Context: an optimization exercise on an open-source flow, tuned for a short achievable clock period and few clock cycles. The choices shown serve that exercise and are no tape-out recipe.
Function was checked by simulation only, so behaviour that the tests miss may differ from the original.
No activity file was given, so power comes from the tool's default toggle rates.

## main
Design core_top, start of the top module:
module core_top (
    input  logic        clk,
    input  logic        rst_n,
    input  logic        imem_ack_i,
    input  logic [31:0] imem_instr_i,
    input  logic        retire_ready_i,
    output logic        imem_req_o,
    output logic [31:0] imem_addr_o,
    output logic        retire_valid_o,
    output logic [31:0] retire_pc_o,
    output logic [4:0]  retire_rd_o,
    output logic [31:0] retire_data_o
);
export LEC_CHECK = 0
export ABC_CLOCK_PERIOD_IN_PS = 3500
export CAP_MARGIN = 20
export CORE_MARGIN = 2
export CORE_UTILIZATION = 52
export PLACE_DENSITY = 0.65
export SLEW_MARGIN = 20
create_clock -name core_clock -period 10.0 [get_ports {clk}]
standard.sh (not shown) runs the stock make flow with config.mk's settings and CLKGATE_MAP_FILE= SYNTH_SCRIPT=/design/flow/synth_recipe.tcl, a recipe that flattens the netlist after the stock synthesis.
==> flow/flow/run.sh <==
#!/bin/bash
set -euo pipefail
bash standard.sh SETUP_SLACK_MARGIN=6.8 finish > standard_flow.log 2>&1
Testbench counts of main, summed over its fixed seeds: cycles 32,624.
Here is what was changed in the inputs of the feature branch compared with main.
--- a/flow/design.v
+++ b/flow/design.v
@@ -65,23 +65,23 @@
     input  logic [31:0] imem_instr_i,
     input  logic        retire_ready_i,
     output logic        imem_req_o,
     output logic [31:0] imem_addr_o,
     output logic        retire_valid_o,
     output logic [31:0] retire_pc_o,
     output logic [4:0]  retire_rd_o,
     output logic [31:0] retire_data_o
 );
     localparam int QD = 3;    
     localparam int RD = 8;    
-    localparam int BK = 5;    
+    localparam int BK = 6;    
     localparam int NB = 1 << BK;
     localparam int SK = BK - 1;   
     localparam int PB = 12;   
     localparam int LK = 3;    
     localparam int NL = 1 << LK;
     localparam int LT = 10;   
     function automatic logic is_branch(input logic [31:0] w);
         is_branch = (w[6:0] == core_pkg::OPC_BRANCH) && (w[14:13] == 2'b00);
     endfunction
     function automatic logic [31:0] b_imm(input logic [31:0] w);
         b_imm = {{19{w[31]}}, w[31], w[7], w[30:25], w[11:8], 1'b0};
@@ -156,26 +156,22 @@
     logic [31:0]     bw_tgt_q;
     logic            f2_pred;
     logic            f2_pred_q;
     logic            f2_ptk_q;
     logic            f2_lpb_q;
     logic [31:0]     f2_btgt_q;
     logic [31:0]     f2_pc4_q;
     logic            i_ptk;
     logic            i_lpb;
     logic            i_pred;
     logic [31:0]     i_btgt;
-    logic [12:0]     i_blo;
-    logic [31:0]     i_bimm;
-    logic [31:12]    addr_hp1;
-    logic [31:12]    addr_hm1;
     logic [31:0]     i_pc4;
     logic [9:0]      i_dec;
     logic            f2_fix;
     logic            took;
     logic [NL-1:0]   lp_a_q;      
     logic [NL-1:0]   lp_v_q;      
     logic [LT-1:0]   lp_tag_q  [0:NL-1];
     logic [3:0]      lp_trip_q [0:NL-1];
     logic [3:0]      lp_spec_q [0:NL-1];
     logic [3:0]      lp_com_q  [0:NL-1];
     logic [NL-1:0]   lpx_sel;
@@ -192,32 +188,27 @@
     always_comb begin
         for (int i = 0; i < NL; i++) begin
             lpx_sel[i] = lp_a_q[i] & lp_v_q[i] &
                          (lp_tag_q[i] == addr_i[LT+1:2]) &
                          (lp_spec_q[i] == lp_trip_q[i]);
         end
     end
     assign lpx  = |lpx_sel;
     assign took = hit & ~lpx;
     assign pn   = {i_pc4[31:PB], took ? hit_tgt : i_pc4[PB-1:2], addr_i[1:0]};
     assign addr_i   = ~addr_n_q;
-    assign addr_hp1 = addr_i[31:12] + 20'd1;
-    assign addr_hm1 = addr_i[31:12] - 20'd1;
     assign xfer     = req_q & imem_ack_i;
     assign i_ptk    = pred_taken(imem_instr_i);
     assign i_lpb    = loop_br(imem_instr_i);
     assign i_pred   = i_ptk & ~(i_lpb & lpx);
-    assign i_bimm   = b_imm(imem_instr_i);
-    assign i_blo    = {1'b0, addr_i[11:0]} + {1'b0, i_bimm[11:0]};
-    assign i_btgt   = {(i_blo[12] == imem_instr_i[31]) ? addr_i[31:12] :
-                       (imem_instr_i[31] ? addr_hm1 : addr_hp1), i_blo[11:0]};
+    assign i_btgt   = addr_i + b_imm(imem_instr_i);
     assign i_pc4    = addr_i + 32'd4;
     assign i_dec    = decode(imem_instr_i);
     assign f2_pred  = f2_pred_q;
     assign f2_tgt   = f2_pred ? f2_btgt_q : f2_pc4_q;
     assign f2_fix   = f2_v_q & (f2_pred ^ f2_hit_q) & ~redir_q;
     assign f2_pt    = f2_fix & f2_pred;
     assign redirect = redir_q | f2_fix;
     assign rtgt     = redir_q ? redir_tgt_q : f2_tgt;
     assign push     = xfer & ~stale_q & ~redirect;
     assign issue    = (~req_q | xfer) & (redir_q | ~qv_q[QD-2]);
     assign nxt      = (redirect | pend_q) ? (redirect ? rtgt : pend_tgt_q) : pn;
@@ -423,33 +414,31 @@
             x_br_q    <= d_is_br;
             x_bne_q   <= q_dec[0][0];
             x_pred_q  <= q_pred[0];
             x_lpa_q   <= q_lpa[0];
             x_pc_q    <= d_pc;
             x_rtgt_q  <= q_pred[0] ? q_pc4[0] : q_btgt[0];
         end
     end
     logic [31:0] x_a;
     logic [31:0] x_b;
     logic [31:0] x_sum;
-    logic [32:0] x_sum33;
     logic [31:0] x_res;
     logic [31:0] x_log;
     logic        x_arith_q;
     logic        x_taken;
     logic        x_mis;
     assign d_sub  = q_dec[0][4];
     assign x_a   = x_byp_a_q ? w_data_q : x_a_q;
     assign x_b   = x_byp_b_q ? (x_sub_q ? w_inv_q : w_data_q) : x_b_q;
-    assign x_sum33 = {x_a, x_sub_q} + {x_b, x_sub_q};
-    assign x_sum   = x_sum33[32:1];
+    assign x_sum = x_a + x_b + {31'd0, x_sub_q};
     always_comb begin
         x_log = ({32{x_xor_q}} & (x_a ^ x_b)) |
                 ({32{x_or_q}}  & (x_a | x_b)) |
                 ({32{x_and_q}} & (x_a & x_b));
         x_res = x_arith_q ? x_sum : x_log;
     end
     assign x_taken = (x_a == x_b) ^ x_bne_q;
     assign x_mis   = x_v_q & x_br_q & (x_taken ^ x_pred_q) & ~redir_q;
     always_ff @(posedge clk) begin
         if (!rst_n) begin
             redir_q <= 1'b0;
### Flow results
main → the feature branch: clock-buffer cell count now larger, area share of xor/xnor cells in the synthesized design went up by 0.71 points. Between the feature branch and main, it is the feature branch whose clock skew is higher, by 0.013 ns. Comparing main and the feature branch, the lower portion of the clock cycle consumed by the worst path in the final layout is on main. The feature branch | status: complete | timing, DRC, antenna: pass. Delta (the feature branch minus main): clock period minus worst slack went up, final non-filler cell area went up, total placed cells including tap cells went up, proportion of total power due to net switching did not really move, met1 routed wirelength after detailed routing went up. Delta (the feature branch minus main): fraction of power consumed by the clock network increased 0.5 points, detailed router's first-iteration violation count increased 4,450.
Testbench counts of the feature branch, summed over its fixed seeds: cycles 32,356.

-- afterwards: timing with drivers on the ports --
No port has a modelled driver above. Below, the same layouts with a new extraction and two added sets of constraints.
Step 1 assumes that a clkbuf_16 drives the clock port and a buf_2 every other input.
Step 2 adds t to the input delays and takes it off the output delays; t is the mean of the earliest and latest rising clock arrival at the registers after step 1. Input paths then give back, and output paths get back, about the clock's delay inside the block.
a / b / c = ideal / step 1 / step 2; a / b = the first two.
| run | shift t [ns] | setup WS [ns] | worst hold slack (ns) | worst data-port slew with drivers (ns) | pins driven straight from the clock port |
|---|---|---|---|---|---|
| main | 1.025 | 6.392 / 6.360 / 5.335 | 0.290 / 0.290 / 0.290 | 0.18 | 1 |
| the feature branch | 1.039 | 6.221 / 6.272 / 5.233 | 0.280 / 0.280 / 0.280 | 0.14 | 1 |
After both steps every run listed still meets setup and hold. For main, which loses most, drivers alone change the setup slack by -0.032 ns; drivers and shift together by -1.057 ns.
